This is an optimization exercise on Yosys and OpenROAD, whose aim is small area, a short achievable clock period and few clock cycles per item, not a production implementation.
The RTL was checked by simulation tests, not by an equivalence proof against the original design.

## design/flow/run.sh

```bash
#!/bin/bash
# synth_recipe.tcl (not shown) runs the flow's synth.tcl, then flattens the netlist and writes it again
# the make line also repeats each setting of config.mk as NAME=value (left out here)
make -C /OpenROAD-flow-scripts/flow DESIGN_CONFIG=/design/flow/config.mk WORK_HOME=/design/flow/orfs CLKGATE_MAP_FILE= SYNTH_SCRIPT=/design/flow/synth_recipe.tcl finish
```

## design/flow/config.mk

```make
export PLATFORM = sky130hd
export DESIGN_NAME = hft_macd_engine_mc
export DESIGN_NICKNAME = hft_macd_engine_mc
export VERILOG_FILES = /design/flow/design.v
export SDC_FILE = /design/flow/constraint.sdc
export NUM_CORES = 4
export LEC_CHECK = 0
export CAP_MARGIN = 20
export CORE_MARGIN = 2
export CORE_UTILIZATION = 40
export SLEW_MARGIN = 20
```

## design/flow/constraint.sdc

```tcl
create_clock -name core_clock -period 17.0 [get_ports {clk}]
set_input_delay 3.4000 -clock core_clock [delete_from_list [all_inputs] [get_ports {clk}]]
set_output_delay 3.4000 -clock core_clock [all_outputs]
set_load 0.01 [all_outputs]
```

## design/flow/design.v

```verilog
module hft_macd_engine_mc #(
   parameter int N_CH            = 4,
   parameter int PRICE_W         = 32,
   parameter int FRAC_W          = 16,
   parameter int ALPHA_FAST      = 10181,
   parameter int ALPHA_SLOW      = 4854,
   parameter int ALPHA_SIG       = 13107,
   parameter int HYST            = 0,
   parameter int WARMUP_TICKS    = 26,
   parameter int STOP_LOSS_PTS   = 50,
   parameter int TAKE_PROFIT_PTS = 100
) (
   input  logic                              clk,
   input  logic                              reset,
   input  logic                              tick_valid,
   output logic                              tick_ready,
   input  logic [$clog2(N_CH)-1:0]           tick_ch,
   input  logic signed [PRICE_W-1:0]         tick_price,
   input  logic                              trade_en,
   output logic                              order_valid,
   input  logic                              order_ready,
   output logic [$clog2(N_CH)-1:0]           order_ch,
   output logic [1:0]                        order_side,
   output logic signed [PRICE_W-1:0]         order_price
);
   localparam int CH_W = $clog2(N_CH);
   localparam int E_W  = PRICE_W + FRAC_W;       
   localparam int M_W  = E_W + 1;                
   localparam int WARM_W = $clog2(WARMUP_TICKS + 1);
   localparam logic [WARM_W-1:0] WARM_MAX = WARM_W'(WARMUP_TICKS);
   localparam logic [1:0] POS_FLAT = 2'd0, POS_LONG = 2'd1, POS_SHORT = 2'd2;
   function automatic logic [E_W-1:0] ema_fast(input logic [E_W-1:0] acc, input logic [PRICE_W-1:0] px);
      logic signed [E_W:0]  d;
      logic signed [E_W+FRAC_W-1:0] s;
      d = $signed({px[PRICE_W-1], px, {FRAC_W{1'b0}}}) - $signed({acc[E_W-1], acc});
      s = ($signed(acc) <<< 16) + (d <<< 13) + (d <<< 11) - (d <<< 6) + (d <<< 2) + d;
      ema_fast = s[E_W+FRAC_W-1:FRAC_W];
   endfunction
   function automatic logic [E_W-1:0] ema_slow(input logic [E_W-1:0] acc, input logic [PRICE_W-1:0] px);
      logic signed [E_W:0]  d;
      logic signed [E_W+FRAC_W-1:0] s;
      d = $signed({px[PRICE_W-1], px, {FRAC_W{1'b0}}}) - $signed({acc[E_W-1], acc});
      s = ($signed(acc) <<< 16) + (d <<< 12) + (d <<< 9) + (d <<< 8) - (d <<< 3) - (d <<< 1);
      ema_slow = s[E_W+FRAC_W-1:FRAC_W];
   endfunction
   function automatic logic [M_W-1:0] ema_sig(input logic [M_W-1:0] acc, input logic [M_W:0] dd);
      logic signed [M_W+FRAC_W-1:0] s;
      s = ($signed(acc) <<< 16) + ($signed(dd) <<< 14) - ($signed(dd) <<< 12) + ($signed(dd) <<< 10)
        - ($signed(dd) <<< 8) + ($signed(dd) <<< 6) - ($signed(dd) <<< 4) + ($signed(dd) <<< 2) - $signed(dd);
      ema_sig = s[M_W+FRAC_W-1:FRAC_W];
   endfunction
   logic [E_W-1:0]     fast_q  [N_CH];
   logic [E_W-1:0]     slow_q  [N_CH];
   logic [M_W-1:0]     sig_q   [N_CH];
   logic [WARM_W-1:0]  warm_q  [N_CH];     
   logic [1:0]         pos_q   [N_CH];
   logic [PRICE_W-1:0] entry_q [N_CH];
   logic               rdy_q, qf_q;
   logic               v1_q, v2_q, v3_q;
   logic [CH_W-1:0]    ch1_q, ch2_q, ch3_q;
   logic [PRICE_W-1:0] px1_q, px2_q, px3_q;
   logic               te1_q, te2_q, te3_q;
   logic               first2_q, first3_q, ok2_q, ok3_q;
   logic [M_W-1:0]     macd3_q;
   logic               ov_q;
   logic [CH_W-1:0]    och_q, qch_q;
   logic [1:0]         oside_q, qside_q;
   logic [PRICE_W-1:0] opx_q, qpx_q;
   wire run = !qf_q;
   wire acc = tick_valid && rdy_q;
   assign tick_ready  = rdy_q;
   assign order_valid = ov_q;
   assign order_ch    = och_q;
   assign order_side  = oside_q;
   assign order_price = opx_q;
   logic [E_W-1:0]    f1, s1, fast_n, slow_n;
   logic [WARM_W-1:0] w1, warm_n;
   logic              seen1;
   always_comb begin
      f1     = fast_q[ch1_q];
      s1     = slow_q[ch1_q];
      w1     = warm_q[ch1_q];
      seen1  = (w1 != '0);
      fast_n = seen1 ? ema_fast(f1, px1_q) : {px1_q, {FRAC_W{1'b0}}};
      slow_n = seen1 ? ema_slow(s1, px1_q) : {px1_q, {FRAC_W{1'b0}}};
      warm_n = !seen1 ? WARM_W'(1) : (w1 == WARM_MAX) ? WARM_MAX : w1 + 1'b1;
   end
   logic [M_W-1:0] macd2;
   assign macd2 = $signed({fast_q[ch2_q][E_W-1], fast_q[ch2_q]}) - $signed({slow_q[ch2_q][E_W-1], slow_q[ch2_q]});
   logic [M_W-1:0]     g3, sig_n;
   logic [M_W:0]       dd3;
   logic [1:0]         p3, pos_n;
   logic [PRICE_W-1:0] e3;
   logic signed [PRICE_W:0] up3, dn3;
   logic               hpos, hneg, hit, is_long, is_short, is_flat, set_entry;
   logic [1:0]         side;
   always_comb begin
      g3    = sig_q[ch3_q];
      dd3   = $signed({macd3_q[M_W-1], macd3_q}) - $signed({g3[M_W-1], g3});
      sig_n = first3_q ? '0 : ema_sig(g3, dd3);
      hpos  = !dd3[M_W] && (dd3 != '0);
      hneg  = dd3[M_W] && !(&dd3);
      p3    = pos_q[ch3_q];
      e3    = entry_q[ch3_q];
      up3   = $signed({px3_q[PRICE_W-1], px3_q}) - $signed({e3[PRICE_W-1], e3});
      dn3   = $signed({e3[PRICE_W-1], e3}) - $signed({px3_q[PRICE_W-1], px3_q});
      is_long  = (p3 == POS_LONG);
      is_short = (p3 == POS_SHORT);
      is_flat  = (p3 == POS_FLAT);
      hit   = 1'b1;
      side  = 2'b11;
      pos_n = POS_FLAT;
      set_entry = 1'b0;
      if ((is_long && dn3 >= STOP_LOSS_PTS) || (is_short && up3 >= STOP_LOSS_PTS)) begin
      end else if ((is_long && up3 >= TAKE_PROFIT_PTS) || (is_short && dn3 >= TAKE_PROFIT_PTS)) begin
      end else if (is_long && hneg) begin
         side = 2'b10;
      end else if (is_short && hpos) begin
         side = 2'b01;
      end else if (is_flat && te3_q && hpos) begin
         side = 2'b01; pos_n = POS_LONG; set_entry = 1'b1;
      end else if (is_flat && te3_q && hneg) begin
         side = 2'b10; pos_n = POS_SHORT; set_entry = 1'b1;
      end else begin
         hit = 1'b0;
      end
      if (!(v3_q && ok3_q)) hit = 1'b0;
   end
   always_ff @(posedge clk) begin
      for (int i = 0; i < N_CH; i++) begin
         if (run && v1_q && ch1_q == i) begin
            fast_q[i] <= fast_n;
            slow_q[i] <= slow_n;
         end
         if (run && v3_q && ch3_q == i) sig_q[i] <= sig_n;
         if (run && hit && set_entry && ch3_q == i) entry_q[i] <= px3_q;
      end
   end
   always_ff @(posedge clk or posedge reset) begin
      if (reset) begin
         for (int i = 0; i < N_CH; i++) begin
            warm_q[i] <= '0;
            pos_q[i]  <= POS_FLAT;
         end
      end else begin
         for (int i = 0; i < N_CH; i++) begin
            if (run && v1_q && ch1_q == i) warm_q[i] <= warm_n;
            if (run && hit && ch3_q == i) pos_q[i] <= pos_n;
         end
      end
   end
   always_ff @(posedge clk) begin
      if (run) begin
         ch1_q <= tick_ch;  px1_q <= tick_price;  te1_q <= trade_en;
         ch2_q <= ch1_q;    px2_q <= px1_q;       te2_q <= te1_q;
         first2_q <= !seen1; ok2_q <= (warm_n == WARM_MAX);
         ch3_q <= ch2_q;    px3_q <= px2_q;       te3_q <= te2_q;
         first3_q <= first2_q; ok3_q <= ok2_q;
         macd3_q <= macd2;
      end
   end
   wire pop   = ov_q && order_ready;
   wire neword = run && hit;
   logic qf_n;
   always_comb begin
      if (qf_q) qf_n = !pop;
      else      qf_n = neword && ov_q && !pop;
   end
   always_ff @(posedge clk or posedge reset) begin
      if (reset) begin
         rdy_q <= 1'b0;
         qf_q  <= 1'b0;
         v1_q  <= 1'b0;
         v2_q  <= 1'b0;
         v3_q  <= 1'b0;
         ov_q  <= 1'b0;
      end else begin
         rdy_q <= !qf_n;
         qf_q  <= qf_n;
         if (run) begin
            v1_q <= acc;
            v2_q <= v1_q;
            v3_q <= v2_q;
         end
         if (qf_q) begin
            if (pop) ov_q <= 1'b1;
         end else if (neword) begin
            if (!ov_q || pop) ov_q <= 1'b1;
         end else if (pop) begin
            ov_q <= 1'b0;
         end
      end
   end
   always_ff @(posedge clk) begin
      if (qf_q) begin
         if (pop) begin
            och_q <= qch_q; oside_q <= qside_q; opx_q <= qpx_q;
         end
      end else if (neword) begin
         if (!ov_q || pop) begin
            och_q <= ch3_q; oside_q <= side; opx_q <= px3_q;
         end else begin
            qch_q <= ch3_q; qside_q <= side; qpx_q <= px3_q;
         end
      end
   end
endmodule
```

==> results.toml <==
[global_route]
first_global_vias = 51000
track_usage = 0.205
antenna_found_initial = 4
grt_most_used_layer = "met2"
pin_count_of_the_biggest_net_entering_global_routing = 97
grt_overflow_total = 0
grt_use_met2 = 0.325
grt_first_pass_wirelength_mm = 309
fraction_of_met3_tracks_used_by_global_routing = 0.0279
gr-usage-met1 = 0.297

[timing]
report.final.setup_viol = 0
timing.slew.headroom = 0.272
final-hold-violation-count = 0
setup-tns-final_ns = 0
worstMarginPinSlew_ns = 1.08
max_freq_ghz = 0.0853
grt_setup_unrepaired = "no"
slew_viol_final = 0
setup_ws_ns = 5.28
final.period_utilization = 0.690
period_needed_ns = 11.72
fin_skew_ns = 0.0722

[floorplanning]
initial_core_util = 0.404
die-area_um2 = 196000
std_cell_rows = 160
coreArea_um2 = 191000
die_h_um = 443
fp.dieW_um = 443
io_pins = 77

[min_path]
hold_path.class = "reg -> reg"

[setup_path]
critical_path.max_stage_delay_ns = 0.81
worstSetupPathType = "reg -> reg"
cp_data_required_time_ns = 17.45
crit_fanout = 46
arrival_ns = 12.17
crit_path_end_kind = "flip-flop"
worst_path_most_repeated_cell = "fa_1"
crit_path_start_kind = "flip-flop"
critPathSlowestCell = "buf_4"

[clock_tree]
cts.reportedPaths.clkPinSlew_ns = 0.06
cts_setup_buffers = 0
clock-sinks = 972
cts_hold_repair.buffers = 0
cts_buffers = 107
clock_tree_from_tritoncts = "built"
cts_max_path_bufs = 3
cts_resized = 0
cts_htree_levels = 3
clk-insertion-delay-late_ns = 0.76
cts.root.buffer_cell = "clkbuf_16"

[layout]
area_growth_pct = 9.89
post_route_cells_drive_above_1_share = 0.0920
fillerInstances = 17500
nNetsFinal = 7779

[placement]
dp_hpwl_mm = 157
globalplace.congestion = 0.929
pre_cts_ws_ns = 5.30
port_buffer_count = 76

[route]
wl_mm = 200
drt_pass1_iterations = 5
routed_via_density = 5.45
post_drt_wl_per_cell_um = 22.0
drt_first_iter_violations = 4020
final_antenna_net_count = 0
vias = 49700
drc = 0

[synthesis]
number_of_register_bits_inferred_by_synthesis = 972
yosysWarnings = 7
mappedNetlistNets = 7661
yosys.area.top_type_share = 0.366
synth_area_leader_cell = "edfxtp_1"
synth_edf_count = 938
synthCells = 6402
dominantRegCellSynth = "edfxtp_1"
synth_most_common_cell = "inv_1"
synthTopCellsByArea = "edfxtp_1, fa_1, ha_1"
synth_seq_area_share = 0.377
syn_area_um2 = 76900
syn_avg_cell_area_um2 = 12.0
synthArstFlopShare = 0.0350
ys_types = 101
netlist_top_cells_count = "inv_1, edfxtp_1, fa_1, ha_1, a21oi_1"

[run_status]
status = "finished clean"

[run]
max_cap_check_violation_count = 0
==> cell usage in the layout, fill, tap and decap left out, types with 12 or more instances in the layout <==
cell             instances
mux4_2                 279
or2_2                   21
a21oi_1                326
o211ai_1                25
edfxtp_1               938
xor2_1                 143
xnor2_1                224
nand2b_1                51
o41ai_1                 13
mux2_2                  12
nor2b_1                 54
nand4_1                 65
a31oi_1                 34
a21boi_0                14
nand3_1                 95
ha_1                   571
or3_1                   32
clkdlybuf4s50_1         76
buf_4                   88
clkbuf_1                28
a211oi_1                32
a211o_1                 12
nor2_1                 258
nor3_1                 103
o21a_1                  56
o31ai_1                 23
and3_1                  36
o21ai_1                 15
fa_1                   649
o21ai_0                242
and2_1                  28
o21bai_1                71
clkinv_1                18
nand2_1                260
a21o_1                 189
nor4_1                  26
clkbuf_16              109
dfrtp_1                 33
inv_1                 1065
==> worst max-delay path: cells and delay by family, from the launching register on <==
family | cells | cell delay, ns
AOI/OAI and AO/OA | 13 | 3.69
xor gates and xnor gates | 2 | 1.23
adders and majority gates | 5 | 2.33
buffers and inverters | 5 | 1.67
DFF | 1 | 0.33
muxes | 2 | 1.08
and+or+nand+nor | 4 | 1.01
==> per-stage QoR <==
step | utilization | std cells | instance area (um2) | hold slack, ns
after floorplan | - | 6402 | 76900 | 0.400
after global placement | 0.425 | 8922 | 81100 | 0.401
after detailed placement | 0.425 | 8922 | 81100 | 0.405
after CTS | 0.444 | 9118 | 84600 | 0.416
after global routing | 0.444 | 9118 | 84600 | 0.420
final | 0.444 | 9120 | 84600 | 0.417
==> state kept, by name (all words and copies together), names as in the netlist, 8 cells and up <==
signal   cells
entry_q    128
fast_q     192
macd3_q     49
opx_q       32
pos_q        8
px1_q       32
px2_q       32
px3_q       32
qpx_q       32
sig_q      196
slow_q     192
warm_q      20
==> routing by layer <==
metal  wire, um  vias to the layer above  part of all wire
met3      11400                      231             0.057
met5          0                        -                 0
met2      92000                     1297              0.46
met4       4930                        0             0.025
met1      92100                    25300              0.46
li1           -                    22900                 -
==> kinds of logic after synthesis <==
logic type,after synthesis,share of synthesized area
flip-flops,972,0.377
XOR/XNOR,371,0.0428
AND/OR/NAND/NOR,1104,0.0715
buffers and inverters,1230,0.0604
multiplexers,299,0.0845
adder cells (fa/ha/maj),1223,0.262
AO/OA/AOI/OAI,1203,0.102
==> layout make-up <==
| class | instances | area, um2 | share of cell area |
|---|---|---|---|
| Clock inverter | 53 | 561 | 0.00663 |
| Multi-Input combinational cell | 4200 | 43400 | 0.513 |
| Tap cell | 2511 | 3140 | 0.0372 |
| Clock buffer | 143 | 2920 | 0.0345 |
| Sequential cell | 972 | 29000 | 0.343 |
| Inverter | 1072 | 4030 | 0.0477 |
| Timing Repair Buffer | 167 | 1480 | 0.0175 |
| Antenna cell | 2 | 5.00 | 0.0000592 |
==> worst paths after layout <==
path | startpoint | endpoint | slack, ns | cells after the start
worst min-delay path | px2_q[26] | px3_q[26] | 0.42 | 0
worst max register to register | ch3_q[0] | sig_q[0][46] | 5.28 | 31
worst min register to register | px2_q[26] | px3_q[26] | 0.42 | 0
min in group asynchronous | reset | warm_q[0][3] | 3.10 | 3
worst max-delay path | ch3_q[0] | sig_q[0][46] | 5.28 | 31
max in group asynchronous | reset | pos_q[3][1] | 13.48 | 3
Testbench counts, summed over its fixed seeds: cycles 24,032, ticks 24,000.

==> static timing again, ports no longer ideal <==
In the flow no input, the clock included, has a driving cell. The finished layout below was timed again as built, in two steps.
Step 1, drivers: a clkbuf_16 drives clk and a buf_2 each remaining input, both assumed.
Step 2 moves the port delays by t, midway between the first and last clock arrival at a register: inputs arrive t later, outputs are due t later. That takes back most of the time a late clock gives input paths.
Slacks: ideal / step 1 / step 2; pairs: ideal / step 1.
t (ns): 0.810
setup WS [ns]: 5.277 / 5.277 / 5.277
worst slew at a driven data input, ns: 0.11
After both steps setup and hold are still met in this run. The setup slack of this run moves by 0.000 ns with the drivers and by 0.000 ns with both steps.
